From an optimization exercise on the open Yosys and OpenROAD flow, aimed at small area, a short achievable clock period and few clock cycles; shortcuts taken in it are not production practice. Only simulation tests tie the RTL to the original design; equivalence was not proved. Power and IR drop assume default switching activity.

== v8 ==
## mvm_top
module mvm_top (
	input  logic                   clk,
	input  logic                   rst,
	input  logic                   cmd_req,
	input  logic [17-1:0]  cmd,      
	input  logic                   res_ack,
	output logic                   cmd_ack,
	output logic                   res_req,
	output logic [23-1:0]  res       
);
clock: 7.0 ns
lec_check: 0
abc_clock_period_in_ps: 1500
cap_margin: 20
core_margin: 2
core_utilization: 75
cts_cluster_diameter: 80
cts_cluster_size: 25
setup_slack_margin: 4.4
slew_margin: 20
run.sh (not shown) runs the stock make flow with config.mk's settings and CLKGATE_MAP_FILE= SYNTH_SCRIPT=/design/flow/synth_recipe.tcl, a recipe that flattens the netlist after the stock synthesis.
Testbench counts of v8, summed over its fixed seeds: cycles 9,863.
For v34, these inputs were changed with respect to v8:
Settings: SETUP_SLACK_MARGIN now 4.5, was 4.4; CORE_UTILIZATION now 70, was 75.
==> summary.txt <==
In the tables for v8 and v34, number of inserted diodes reads lower with v34.
Of the two values seen for critical-path cell with the highest stage delay, sky130_fd_sc_hd__or4b_4 was produced by v8 and sky130_fd_sc_hd__edfxtp_1 by v34.
Final cell utilization of the core down 4.1 points in v34 wrt v8
Switching power total for v34 is higher than for v8.
Measured against each other, v8 and v34 differ in critical path depth, the lower figure coming from v34.
What v50 does differently from v34 at the input level:
Settings: CTS_CLUSTER_SIZE changed from 25 to 30; CTS_CLUSTER_DIAMETER changed from 80 to 90; CORE_UTILIZATION changed from 70 to 75.
--- outcome ---
[v50 vs v34] arrival time of data at the critical path endpoint: higher in v50
v34 → v50: critical path depth rose 5; cell area after synthesis about even; worst setup slack rose 5.5 ps.
v50 ended up with reg -> reg as its type of the worst setup path; v34 ended up with reg -> out.
The higher sequential cell fraction of total power came out of v50.
What v40 does differently from v50 at the input level:
Settings: CTS_CLUSTER_SIZE changed from 30 to 25; CTS_CLUSTER_DIAMETER changed from 90 to 80; CORE_UTILIZATION changed from 75 to 80.
==> summary.txt <==
In terms of sequential power, v50 and v40 differ only marginally.
v40 vs v50: area of all placed cells without fillers up in v40
v40 vs. v50: critical path arrival went down by 1960 ps.
v40: power is 530 uW higher than what v50 reported.
Compared with v50, v40 shows a higher net switching fraction of the power.
Destination of the critical timing path: u_proc_element.s2_q[14] -> v50, res[20] -> v40
Looking at placed cell count, v40 sits below v50.
Of the two values seen for launching instance or port of the critical path, u_result_buffer.res[20] was produced by v40 and u_proc_element.pc_q[50] by v50.
Relative to v50, cell count along the critical path decreased by 5 in v40.
The final cycle utilization of the critical path was comparable across v50 and v40.
The fraction of area in multi-input gates of v50 and that of v40 are within noise of each other.
Between v40 and v50, the hold slack figures differ only marginally.
v40 | status: complete | timing, DRC, antenna: pass
Diff v50 -> v40 | maximum number of pins on one net before global-route repair | decrease of 17

Setup of main:
mvm_top, a different RTL version from the one above (not shown whole).
Size in the first run: about 3000 cells after synthesis, ~46 I/O pins, about 43000 µm² of cells after synthesis.
Settings: LEC_CHECK=0, ABC_CLOCK_PERIOD_IN_PS=2500, CAP_MARGIN=20, CORE_MARGIN=2, CORE_UTILIZATION=40, SETUP_SLACK_MARGIN=3, SLEW_MARGIN=20; clock period 7.0 ns.
Testbench counts of main, summed over its fixed seeds: cycles 9,990.
Changes in the feature branch relative to main:
Settings: changing SETUP_SLACK_MARGIN from 3 to 4.5.
As of the feature branch, area used by multi-input combinational logic had risen by more than 10% compared to main.
The run showing the smaller routed metal-1 wire length is main.
The feature branch drops more vias than main.

RTL: one of the versions met above, not the one the previous note started from.
For scale: ~2900 cells after synthesis.
clock: 7.0 ns
lec_check: 0
abc_clock_period_in_ps: 1500
cap_margin: 20
core_margin: 2
core_utilization: 75
cts_cluster_diameter: 80
cts_cluster_size: 25
setup_slack_margin: 4.55
slew_margin: 20
Testbench counts at the start, summed over its fixed seeds: cycles 9,863.
==> next run, changes <==
--- a/flow/config.mk
+++ b/flow/config.mk
@@ -14 +14 @@
-export SETUP_SLACK_MARGIN = 4.55
+export SETUP_SLACK_MARGIN = 4.5
- The new run finished clean
- wire length goes down by a few percent
- fmax rises by a few percent
- sequential power hardly moves
- via count falls slightly
- non-clock buffer count drops by 26
- clock power fell by a few percent
- first-iteration DRC count came out lower by a few percent

## v6
Another version of the RTL of mvm_top (not shown whole).
Size: about 2900 cells after synthesis, about 1000 flip-flops, ~46 I/O pins, about 43000 µm² of cells after synthesis.
==> flow/config.mk <==
export PLATFORM = sky130hd
export DESIGN_NAME = mvm_top
export DESIGN_NICKNAME = mvm_top
export VERILOG_FILES = /design/flow/design.v
export SDC_FILE = /design/flow/constraint.sdc
export NUM_CORES = 4
export LEC_CHECK = 0
export ABC_CLOCK_PERIOD_IN_PS = 1500
export CAP_MARGIN = 20
export CORE_MARGIN = 2
export CORE_UTILIZATION = 75
export CTS_CLUSTER_DIAMETER = 80
export CTS_CLUSTER_SIZE = 25
export SETUP_SLACK_MARGIN = 4.3
export SLEW_MARGIN = 20
==> flow/constraint.sdc <==
create_clock -name core_clock -period 7.0 [get_ports {clk}]
set_input_delay 1.4000 -clock core_clock [delete_from_list [all_inputs] [get_ports {clk}]]
set_output_delay 1.4000 -clock core_clock [all_outputs]
set_load 0.01 [all_outputs]
v6 finished all stages; the layout is clean.
Testbench counts of v6, summed over its fixed seeds: cycles 9,863.
#### Input delta (v7 over v6)
- swapping 4.3 for 4.7 in SETUP_SLACK_MARGIN
Notes after the runs:
- Going from v6 to v7, via count of the first global-routing pass moved up; final wirelength moved up; proportion of power drawn by flip-flops and latches moved down; met3 wirelength from detailed routing moved up; HPWL reported at the end of detailed placement moved up.
- Compared with v6, v7 shows a lower part of the total power dissipated in the clock network.
- Summary — layout-stage area growth over the synthesis result, v7 relative to v6: higher, by 4.0 points.

mvm_top again, from the RTL that the note above started with.
==> flow/design.v (excerpt) <==
module mvm_top (
	input  logic                   clk,
	input  logic                   rst,
	input  logic                   cmd_req,
	input  logic [17-1:0]  cmd,      
	input  logic                   res_ack,
	output logic                   cmd_ack,
	output logic                   res_req,
	output logic [23-1:0]  res       
);
make LEC_CHECK=0 ABC_CLOCK_PERIOD_IN_PS=1500 CAP_MARGIN=20 CORE_MARGIN=2 CORE_UTILIZATION=75 CTS_CLUSTER_DIAMETER=80 CTS_CLUSTER_SIZE=25 SETUP_SLACK_MARGIN=4.5 SLEW_MARGIN=20 finish   # period 7.0 ns
Testbench counts at the start, summed over its fixed seeds: cycles 9,863.
==> next run, changes <==
SETUP_SLACK_MARGIN = 4.4   (was 4.5)
The new run produced a clean layout.
Hold slack stays flat.
First-iteration DRC count rose by 1.7%.
Routed wire length barely changes.

-- afterwards: timing with drivers on the ports --
In the flow no input, the clock included, has a driving cell. The finished layouts below were timed again as built, in two steps.
Step 1 assumes that a clkbuf_16 drives the clock port and a buf_2 every other input.
Step 2, shift: input delay + t, output delay - t, t = (earliest + latest rising clock arrival at the registers) / 2. This alone moves slack from input paths to output paths.
Three values: ideal, step 1, step 2; two values: the first two.
run	t (ns)	setup WS [ns]	worst setup path after step 2	pins driven straight from the clock port
v8	0.692	4.343 / 4.343 / 4.037	input to register	1
v34	0.686	4.376 / 4.313 / 4.106	input to register	1
v50	0.669	4.381 / 4.362 / 3.952	input to register	1
v40	0.703	4.371 / 4.306 / 3.911	input to register	1
main	0.732	2.884 / 2.884 / 2.884	register to register	1
the feature branch	0.748	3.850 / 3.850 / 3.850	register to register	1
the first run of note 3	0.700	4.329 / 4.323 / 3.950	input to register	1
the second run of note 3	0.703	4.393 / 4.332 / 3.893	input to register	1
v6	0.690	4.338 / 4.277 / 3.953	input to register	1
v7	0.696	4.417 / 4.361 / 4.026	input to register	1
the first run of note 5	0.688	4.407 / 4.363 / 3.855	input to register	1
the second run of note 5	0.702	4.353 / 4.289 / 3.757	input to register	1
After both steps every run listed still meets setup and hold. The setup slack of the second run of note 5, which loses most, moves by -0.064 ns with the drivers and by -0.596 ns with both steps.
